This design comes from an exercise in tuning for small area and a short achievable clock period on the open sky130 flow, not from production work.
At most, simulation tests tie the RTL to the original design; equivalence was not proved.

## squeeze_top
module squeeze_top (
	input  logic                             clk,
	input  logic                             arst_n,
	input  logic                             en,
	input  logic [16-1:0]            ifm,
	input  logic                             ram_feedback,
	output logic [4*16-1:0] ofm,
	output logic                             sample,
	output logic                             finish
);
	logic [2:0]            chan;
	logic                  xval;
	logic [2:0]            xchan;
	logic                  first;
	logic [16-1:0] x;
	logic [18:0]           m1, m3, m5;
	squeeze_ctrl ctrl_i (
		.clk          (clk),
		.arst_n       (arst_n),
		.en           (en),
		.ram_feedback (ram_feedback),
		.chan         (chan),
		.xval         (xval),
		.xchan        (xchan),
		.first        (first),
		.sample       (sample),
		.finish       (finish)
	);
	always_ff @(posedge clk) begin
		x <= ifm ^ {16{~chan[1]}};
	end
	assign m1 = {{3{x[15]}}, x};
	assign m3 = m1 + (m1 << 1);
	assign m5 = m1 + (m1 << 2);
	genvar l;
	generate
		for (l = 0; l < 4; l++) begin : g_lane
			logic [18:0]          op;
			logic [21-1:0] acc;
			coef_rom #(.LANE(l)) sel_i (
				.clk    (clk),
				.xval   (xval),
				.xchan  (xchan),
				.m1     (m1),
				.m3     (m3),
				.m5     (m5),
				.op     (op)
  ...
Settings: LEC_CHECK=0, ABC_AREA=1, CAP_MARGIN=20, CORE_MARGIN=2, CORE_UTILIZATION=40, PLACE_DENSITY=0.45, SETUP_SLACK_MARGIN=4.9, SLEW_MARGIN=20, TNS_END_PERCENT=50; clock period 7.5 ns.
standard.sh (not shown) runs the stock make flow with config.mk's settings and CLKGATE_MAP_FILE= SYNTH_SCRIPT=/design/flow/synth_recipe.tcl, a recipe that flattens the netlist after the stock synthesis.
==> flow/flow/run.sh <==
#!/bin/bash
# The standard layout (standard.sh: standard synthesis and ORFS flow),
# with three changes to how the layout is made:
#  - every input and output port is buffered by a plain buf_2 instead of the
#    delay buffer the port buffering step picks by default;
#  - the resizer may change a cell's footprint (e.g. upsize a flip-flop);
#  - clock tree synthesis builds its tree from a clkbuf_16 root and clkbuf_8
#    buffers, without sink clustering and without dummy loads.
# The full output of the run is kept in make_finish.log; ORFS's own per-step
# logs are under orfs/logs/.
set -euo pipefail
bash standard.sh \
  "BUFFER_PORTS_ARGS=-buffer_cell sky130_fd_sc_hd__buf_2" \
  "MATCH_CELL_FOOTPRINT=0" \
  "CTS_ARGS=-repair_clock_nets -dont_use_dummy_load -root_buf sky130_fd_sc_hd__clkbuf_16 -buf_list {sky130_fd_sc_hd__clkbuf_8}" \
  finish > make_finish.log 2>&1
The starting point finished with timing, DRC and antenna clean.
Edit:
Settings changed: TNS_END_PERCENT 50 to not set.
=> Wire length is about the same. Worst hold slack is about the same. Register-to-register slack improved by 20 ps. Global-route usage stays flat. Area after synthesis stays the same. Die area is unchanged.
Edit:
Settings changed: SETUP_SLACK_MARGIN 4.9 to 4.8.
Outcome:
- The new run completed with no timing, DRC or antenna violations
- global-route usage shrinks by 0.19 points
- via count climbs by 0.41%
- worst setup slack got worse by 120 ps

## exp/tundra
squeeze_top, a different RTL version from the one above (not shown whole).
Size: ~1400 cells after synthesis, ~160 flip-flops, roughly 12000 um2 of cells after synthesis.
export LEC_CHECK = 0
export CAP_MARGIN = 20
export CORE_MARGIN = 2
export CORE_UTILIZATION = 40
export CTS_BUF_LIST = sky130_fd_sc_hd__clkbuf_4 sky130_fd_sc_hd__clkbuf_8
export PLACE_DENSITY = 0.4
export SETUP_SLACK_MARGIN = 4.3
export SLEW_MARGIN = 20
create_clock -name core_clock -period 7.5 [get_ports {clk}]
==> flow/flow/run.sh <==
#!/bin/bash
# Standard layout, with every input and output port buffered by a plain
# buf_2 instead of the delay buffer the port buffering step picks by default.
set -euo pipefail
bash standard.sh "BUFFER_PORTS_ARGS=-buffer_cell sky130_fd_sc_hd__buf_2" finish > make_finish.log 2>&1
Edits applied to the flow inputs when going from exp/tundra to exp/indigo:
- SETUP_SLACK_MARGIN now 4.8, was 4.3
- ABC_AREA now 1, previously not set
- PLACE_DENSITY now 0.45, was 0.4
==> flow/flow/run.sh <==
#!/bin/bash
# Standard layout with three changes to how it is made:
#  - every input and output port is buffered by a plain buf_2 instead of the
#    delay buffer the port buffering step picks by default;
#  - the resizer may change a cell's footprint (e.g. upsize a flip-flop);
#  - clock tree synthesis inserts no dummy loads.
set -euo pipefail
bash standard.sh \
  "BUFFER_PORTS_ARGS=-buffer_cell sky130_fd_sc_hd__buf_2" \
  "MATCH_CELL_FOOTPRINT=0" \
  "CTS_ARGS=-sink_clustering_enable -repair_clock_nets -dont_use_dummy_load -buf_list {sky130_fd_sc_hd__clkbuf_4 sky130_fd_sc_hd__clkbuf_8}" \
  finish > make_finish.log 2>&1
[summary]
Relative to exp/tundra, the fraction of the mapped netlist area in simple logic gates of exp/indigo is higher by 14 points.
Number of buffers added for setup after CTS is higher on exp/tundra
Diff exp/tundra -> exp/indigo | worst setup slack | increase of 0.44 ns
exp/tundra → exp/indigo: hold slack comparable, fraction of met1 tracks used by global routing shows an increase of 4.6 points, via count saw an increase, minimum clock period after layout decreased 0.44 ns.
When the final numbers for exp/indigo and exp/tundra were put side by side, the wire length reported by the detailed router turned out to be smaller in exp/tundra.
Input changes introduced in exp/raven (baseline for comparison: exp/indigo):
- a deleted ABC_AREA that had been 1
- a change of SETUP_SLACK_MARGIN from 4.8 to 4.3
## What came out
- Diff exp/indigo -> exp/raven: cell area after technology mapping fell 1900 um2; die area lost 14%; total routing usage reported by global routing went down.
- Looking only at total length of routed wires, and setting everything else aside, the lower value of exp/raven and exp/indigo goes to exp/raven.
Edits applied to the flow inputs when going from exp/raven to exp/quartz:
- putting ABC_AREA at 1 where nothing was set
- swapping 4.3 for 4.2 in SETUP_SLACK_MARGIN
Results
Going from exp/raven to exp/quartz, distinct cell type count of the synthesized netlist shrank by more than a quarter. Area share of and/or/nand/nor cells after synthesis on exp/quartz is up relative to exp/raven. | global routing met3 resource utilization | exp/raven vs exp/quartz | ≈ equal |. The run showing the smaller setup fix buffers added after clock tree synthesis is exp/quartz. Die area for exp/quartz: about 16% up relative to exp/raven. exp/quartz ends up with a clock skew that is 0.0073 ns lower than in exp/raven. Delay of the slowest cell on the worst path: exp/quartz and exp/raven compared, higher one is exp/quartz. Compared exp/quartz vs exp/raven, and sequential share of cell area is down in exp/quartz.

== job 7534 ==
The RTL this note starts from:
==> flow/design.v <==
`timescale 1ns/10ps
package squeeze_pkg;
	function automatic int wk(input int lane, input int chan);
		wk = ((lane * 7 + chan * 3 + 2) % 13) - 6;
	endfunction
	function automatic int bk(input int lane);
		bk = (((lane * 5 + 1) % 7) - 3) * 64;
	endfunction
	function automatic int term_off(input int lane, input int chan);
		int k, a, sneg, lneg;
		k    = wk(lane, chan);
		a    = (k < 0) ? -k : k;
		sneg = (wk(0, chan) < 0) ? 1 : 0;
		lneg = (k < 0) ? 1 : 0;
		if (k == 0)
			term_off = 0;
		else if (lneg == sneg)
			term_off = -a * sneg;
		else
			term_off = a * sneg - 1;
	endfunction
	function automatic int preload(input int lane);
		int p;
		p = bk(lane);
		for (int c = 0; c < 8; c++) p = p - term_off(lane, c);
		preload = p;
	endfunction
endpackage
`timescale 1ns/10ps
module coef_rom #(
	parameter int LANE = 0
) (
	input  logic          clk,
	input  logic          xval,
	input  logic [2:0]    xchan,
	input  logic [18:0]   m1,
	input  logic [18:0]   m3,
	input  logic [18:0]   m5,
	output logic [18:0]   op
);
	logic [6:1] s_p_q, s_n_q;
	always_comb begin
		s_p_q = '0;
		s_n_q = '0;
		for (int c = 0; c < 8; c++) begin
			if (xval && xchan == c) begin
				for (int a = 1; a <= 6; a++) begin
					if (squeeze_pkg::wk(LANE, c) == a || squeeze_pkg::wk(LANE, c) == -a) begin
						if ((squeeze_pkg::wk(LANE, c) < 0) == (squeeze_pkg::wk(0, c) < 0))
							s_p_q[a] = 1'b1;
						else
							s_n_q[a] = 1'b1;
					end
				end
			end
		end
	end
	logic [18:0] mul [6:1];
	logic [18:0] t;
	assign mul[1] = m1;
	assign mul[2] = m1 << 1;
	assign mul[3] = m3;
	assign mul[4] = m1 << 2;
	assign mul[5] = m5;
	assign mul[6] = m3 << 1;
	always_comb begin
		t = '0;
		for (int a = 1; a <= 6; a++) begin
			t = t | ({19{s_p_q[a]}} & mul[a])
			      | ({19{s_n_q[a]}} & ~mul[a]);
		end
	end
	always_ff @(posedge clk) begin
		op <= t;
	end
endmodule
`timescale 1ns/10ps
module mac_lane #(
	parameter int LANE = 0
) (
	input  logic                   clk,
	input  logic                   first,
	input  logic [21-1:0]   op,
	output logic [21-1:0]   acc
);
	localparam int PRE_I = squeeze_pkg::preload(LANE);
	logic [21-1:0] preload;
	assign preload = PRE_I;
	always_ff @(posedge clk) begin
		acc <= (first ? preload : acc) + op;
	end
endmodule
`timescale 1ns/10ps
module requant (
	input  logic [21-1:0] acc,
	output logic [16-1:0] q
);
	assign q = {1'b0, acc[18:4] & {15{~acc[21-1]}}};
endmodule
`timescale 1ns/10ps
module squeeze_ctrl (
	input  logic       clk,
	input  logic       arst_n,
	input  logic       en,
	input  logic       ram_feedback,
	output logic [2:0] chan,
	output logic       xval,
	output logic [2:0] xchan,
	output logic       first,
	output logic       sample,
	output logic       finish
);
	localparam int NPIX = 3 * 3;
	logic       last2;
	logic [3:0] pix_cnt;
	logic       layer_end;
	logic       fb_seen;
	always_ff @(posedge clk or negedge arst_n) begin
		if (!arst_n) begin
			chan   <= 3'd0;
			xval   <= 1'b0;
			xchan  <= 3'd0;
			first  <= 1'b0;
			last2  <= 1'b0;
			sample <= 1'b0;
		end else begin
			if (en) chan <= chan + 3'd1;
			xval   <= en;
			xchan  <= chan;
			first  <= xval && (xchan == 3'd0);
			last2  <= xval && (xchan == 3'd7);
			sample <= last2;
		end
	end
	always_ff @(posedge clk or negedge arst_n) begin
		if (!arst_n) begin
			pix_cnt   <= '0;
			layer_end <= 1'b0;
		end else if (last2 && !layer_end) begin
			pix_cnt <= pix_cnt + 1'b1;
			if (pix_cnt == NPIX - 1) layer_end <= 1'b1;
		end
	end
	always_ff @(posedge clk or negedge arst_n) begin
		if (!arst_n) begin
			fb_seen <= 1'b0;
		end else if (ram_feedback) begin
			fb_seen <= 1'b1;
		end
	end
	assign finish = layer_end && !fb_seen;
endmodule
`timescale 1ns/10ps
module squeeze_top (
	input  logic                             clk,
	input  logic                             arst_n,
	input  logic                             en,
	input  logic [16-1:0]            ifm,
	input  logic                             ram_feedback,
	output logic [4*16-1:0] ofm,
	output logic                             sample,
	output logic                             finish
);
	logic [2:0]            chan;
	logic                  xval;
	logic [2:0]            xchan;
	logic                  first;
	logic [16-1:0] x;
	logic [18:0]           m1, m3, m5;
	squeeze_ctrl ctrl_i (
		.clk          (clk),
		.arst_n       (arst_n),
		.en           (en),
		.ram_feedback (ram_feedback),
		.chan         (chan),
		.xval         (xval),
		.xchan        (xchan),
		.first        (first),
		.sample       (sample),
		.finish       (finish)
	);
	always_ff @(posedge clk) begin
		x <= ifm ^ {16{~chan[1]}};
	end
	assign m1 = {{3{x[15]}}, x};
	assign m3 = m1 + (m1 << 1);
	assign m5 = m1 + (m1 << 2);
	genvar l;
	generate
		for (l = 0; l < 4; l++) begin : g_lane
			logic [18:0]          op;
			logic [21-1:0] acc;
			coef_rom #(.LANE(l)) sel_i (
				.clk    (clk),
				.xval   (xval),
				.xchan  (xchan),
				.m1     (m1),
				.m3     (m3),
				.m5     (m5),
				.op     (op)
			);
			mac_lane #(.LANE(l)) mac_i (
				.clk   (clk),
				.first (first),
				.op    ({{(21-19){op[18]}}, op}),
				.acc   (acc)
			);
			requant rq_i (
				.acc (acc),
				.q   (ofm[l*16 +: 16])
			);
		end
	endgenerate
endmodule
clock: 7.5 ns
lec_check: 0
abc_area: 1
cap_margin: 20
core_margin: 2
core_utilization: 40
place_density: 0.45
setup_slack_margin: 4.7
slew_margin: 20
==> flow/flow/run.sh <==
#!/bin/bash
# The standard layout (standard.sh: standard synthesis and ORFS flow),
# with three changes to how the layout is made:
#  - every input and output port is buffered by a plain buf_2 instead of the
#    delay buffer the port buffering step picks by default;
#  - the resizer may change a cell's footprint (e.g. upsize a flip-flop);
#  - clock tree synthesis builds its tree from a clkbuf_16 root and clkbuf_8
#    buffers, without sink clustering and without dummy loads.
# The full output of the run is kept in make_finish.log; ORFS's own per-step
# logs are under orfs/logs/.
set -euo pipefail
bash standard.sh \
  "BUFFER_PORTS_ARGS=-buffer_cell sky130_fd_sc_hd__buf_2" \
  "MATCH_CELL_FOOTPRINT=0" \
  "CTS_ARGS=-repair_clock_nets -dont_use_dummy_load -root_buf sky130_fd_sc_hd__clkbuf_16 -buf_list {sky130_fd_sc_hd__clkbuf_8}" \
  finish > make_finish.log 2>&1
Here is what was changed in the inputs of job 1102 compared with job 7534.
Settings: a change of SETUP_SLACK_MARGIN from 4.7 to 4.9.
==> flow/flow/run.sh <==
#!/bin/bash
set -euo pipefail
bash standard.sh \
  "BUFFER_PORTS_ARGS=-buffer_cell sky130_fd_sc_hd__buf_2" \
  "MATCH_CELL_FOOTPRINT=0" \
  "CTS_ARGS=-repair_clock_nets -dont_use_dummy_load -root_buf sky130_fd_sc_hd__clkbuf_16 -buf_list {sky130_fd_sc_hd__clkbuf_8}" \
  finish > make_finish.log 2>&1
Results
- Delta (job 1102 minus job 7534): data arrival time of the worst path dropped 0.09 ns, fmax climbed about 3.3%, worst hold slack barely changed.
## Diff of input files: job 502 against job 1102
==> flow/flow/run.sh <==
#!/bin/bash
set -euo pipefail
bash standard.sh \
  "BUFFER_PORTS_ARGS=-buffer_cell sky130_fd_sc_hd__buf_2" \
  "MATCH_CELL_FOOTPRINT=0" \
  "CTS_ARGS=-repair_clock_nets -dont_use_dummy_load -buf_list {sky130_fd_sc_hd__clkbuf_16}" \
  finish > make_finish.log 2>&1
Job 502 went all the way through the flow, and no timing, DRC or antenna check failed.
Between job 1102 and job 502, the flow reports first-iteration detailed-routing DRC count decreasing slightly.
Job 1102 → job 502: global router's overall resource usage closely matched the old numbers, well tap count closely matched the old numbers, final instance area increased by about 1.2% relative to the old numbers, setup slack decreased by 0.027 ns relative to the old numbers.
diff inputs: job 502 => job 3282
Settings: SLEW_MARGIN: 20 -> 5; CAP_MARGIN: 20 -> 5.
==> flow/flow/run.sh <==
#!/bin/bash
# The standard layout (standard.sh: standard synthesis and ORFS flow),
# with three changes to how the layout is made:
#  - every input and output port is buffered by a plain buf_2 instead of the
#    delay buffer the port buffering step picks by default;
#  - the resizer may change a cell's footprint (e.g. upsize a flip-flop);
#  - clock tree synthesis builds its tree from a clkbuf_16 root and clkbuf_8
#    buffers, without sink clustering and without dummy loads.
# The full output of the run is kept in make_finish.log; ORFS's own per-step
# logs are under orfs/logs/.
set -euo pipefail
bash standard.sh \
  "BUFFER_PORTS_ARGS=-buffer_cell sky130_fd_sc_hd__buf_2" \
  "MATCH_CELL_FOOTPRINT=0" \
  "CTS_ARGS=-repair_clock_nets -dont_use_dummy_load -root_buf sky130_fd_sc_hd__clkbuf_16 -buf_list {sky130_fd_sc_hd__clkbuf_8}" \
  finish > make_finish.log 2>&1
Results
- Both conditions hold for job 3282: the flow ran to the end and the final layout passed the timing, design-rule and antenna checks.
- Comparing job 502 with job 3282, the buffer share of cell area came out essentially unchanged.
- Measured against each other, job 502 and job 3282 differ in sequential fraction of total cell area, the higher figure coming from job 3282.

Another version of the RTL of squeeze_top (not shown whole).
For scale: about 1500 cells after synthesis, ~160 flip-flops.
// squeeze_top
module squeeze_top (
	input  logic                             clk,
	input  logic                             arst_n,
	input  logic                             en,
	input  logic [16-1:0]            ifm,
	input  logic                             ram_feedback,
	output logic [4*16-1:0] ofm,
	output logic                             sample,
	output logic                             finish
);
	logic [2:0]            chan;
	logic [21-1:0]  m1, m3, m5;
	logic [17:0]           i3;
	logic [18:0]           i5;
	logic [16-1:0] x;
	logic [17:1]           x3;
	logic [18:2]           x5;
	squeeze_ctrl ctrl_i (
		.clk          (clk),
		.arst_n       (arst_n),
		.en           (en),
		.ram_feedback (ram_feedback),
		.chan         (chan),
		.sample       (sample),
		.finish       (finish)
	);
	assign i3 = {{2{ifm[15]}}, ifm} + {ifm[15], ifm, 1'b0};
	assign i5 = {{3{ifm[15]}}, ifm} + {ifm[15], ifm, 2'b0};
	always_ff @(posedge clk) begin
		x  <= ifm;
		x3 <= i3[17:1];
		x5 <= i5[18:2];
	end
	assign m1 = {{(21-16){x[15]}}, x};
	assign m3 = {{(21-18){x3[17]}}, x3, x[0]};
  ...
==> flow/config.mk <==
export PLATFORM = sky130hd
export DESIGN_NAME = squeeze_top
export DESIGN_NICKNAME = squeeze_top
export VERILOG_FILES = /design/flow/design.v
export SDC_FILE = /design/flow/constraint.sdc
export NUM_CORES = 4
export LEC_CHECK = 0
export CAP_MARGIN = 20
export CORE_MARGIN = 2
export CORE_UTILIZATION = 40
export CTS_BUF_LIST = sky130_fd_sc_hd__clkbuf_4 sky130_fd_sc_hd__clkbuf_8
export PLACE_DENSITY = 0.4
export SETUP_SLACK_MARGIN = 4.0
export SLEW_MARGIN = 20
==> flow/constraint.sdc <==
create_clock -name core_clock -period 7.5 [get_ports {clk}]
set_input_delay 1.5000 -clock core_clock [delete_from_list [all_inputs] [get_ports {clk}]]
set_output_delay 1.5000 -clock core_clock [all_outputs]
set_load 0.01 [all_outputs]
==> flow/flow/run.sh <==
#!/bin/bash
# Standard layout, with every input and output port buffered by a plain
# buf_2 instead of the delay buffer the port buffering step picks by default.
set -euo pipefail
bash standard.sh "BUFFER_PORTS_ARGS=-buffer_cell sky130_fd_sc_hd__buf_2" finish > make_finish.log 2>&1
Then changed:
==> flow/run.sh (new file) <==
#!/bin/bash
# synth_recipe.tcl (not shown) runs the flow's synth.tcl, then flattens the netlist and writes it again
# the make line also repeats each setting of config.mk as NAME=value (left out here)
make -C /OpenROAD-flow-scripts/flow DESIGN_CONFIG=/design/flow/config.mk WORK_HOME=/design/flow/orfs CLKGATE_MAP_FILE= SYNTH_SCRIPT=/design/flow/synth_recipe.tcl finish
removed: flow/flow/run.sh
removed: flow/standard.sh
The new run finished clean.
Wire length came out lower by 2.3%.
Worst setup slack degrades by 35 ps.
Synthesized cell count does not change.
Function was not checked in any run of this note: the RTL went through the layout flow alone.

[static timing again, ports no longer ideal]
How much do the figures lean on ideal ports? The routed layouts below were timed once more, with nothing changed but the port constraints. Step 1 sets driving cells, clkbuf_16 on the clock port and buf_2 on the other inputs (assumed; they add their load-dependent delay and slew). Step 2 also shifts input and output timing later by t, the mid clock arrival at the registers, as if the neighbouring blocks saw the same clock. a / b / c = ideal ports / drivers / drivers and shift; a / b = the first two.
run | shift t [ns] | slack for setup (ns) | worst hold slack (ns) | worst setup path after step 2 | cell pins on the clock port's net
the first run of note 1 | 0.456 | 4.868 / 4.811 / 4.944 | 0.401 / 0.401 / 0.401 | register to register | 1
the second run of note 1 | 0.460 | 4.867 / 4.810 / 4.957 | 0.401 / 0.401 / 0.401 | register to register | 1
the third run of note 1 | 0.456 | 4.747 / 4.747 / 4.747 | 0.401 / 0.401 / 0.401 | register to register | 1
exp/tundra | 0.526 | 4.270 / 4.279 / 3.753 | 0.475 / 0.475 / 0.475 | input to register | 1
exp/indigo | 0.536 | 4.714 / 4.726 / 4.191 | 0.473 / 0.473 / 0.473 | input to register | 1
exp/raven | 0.510 | 4.245 / 4.251 / 3.741 | 0.471 / 0.471 / 0.471 | input to register | 1
exp/quartz | 0.538 | 4.354 / 4.351 / 3.975 | 0.475 / 0.475 / 0.475 | input to register | 1
job 7534 | 0.455 | 4.780 / 4.724 / 4.830 | 0.401 / 0.401 / 0.401 | register to register | 1
job 1102 | 0.460 | 4.867 / 4.810 / 4.957 | 0.401 / 0.401 / 0.401 | register to register | 1
job 502 | 0.497 | 4.840 / 4.784 / 4.929 | 0.395 / 0.395 / 0.395 | register to register | 1
job 3282 | 0.460 | 4.867 / 4.810 / 4.957 | 0.401 / 0.401 / 0.401 | register to register | 1
the first run of note 4 | 0.544 | 4.116 / 4.144 / 3.600 | 0.479 / 0.479 / 0.479 | input to register | 1
the second run of note 4 | 0.536 | 4.081 / 4.108 / 3.573 | 0.486 / 0.486 / 0.486 | input to register | 1
After both steps every run listed still meets setup and hold. The setup slack of exp/indigo, which loses most, moves by +0.012 ns with the drivers and by -0.523 ns with both steps.
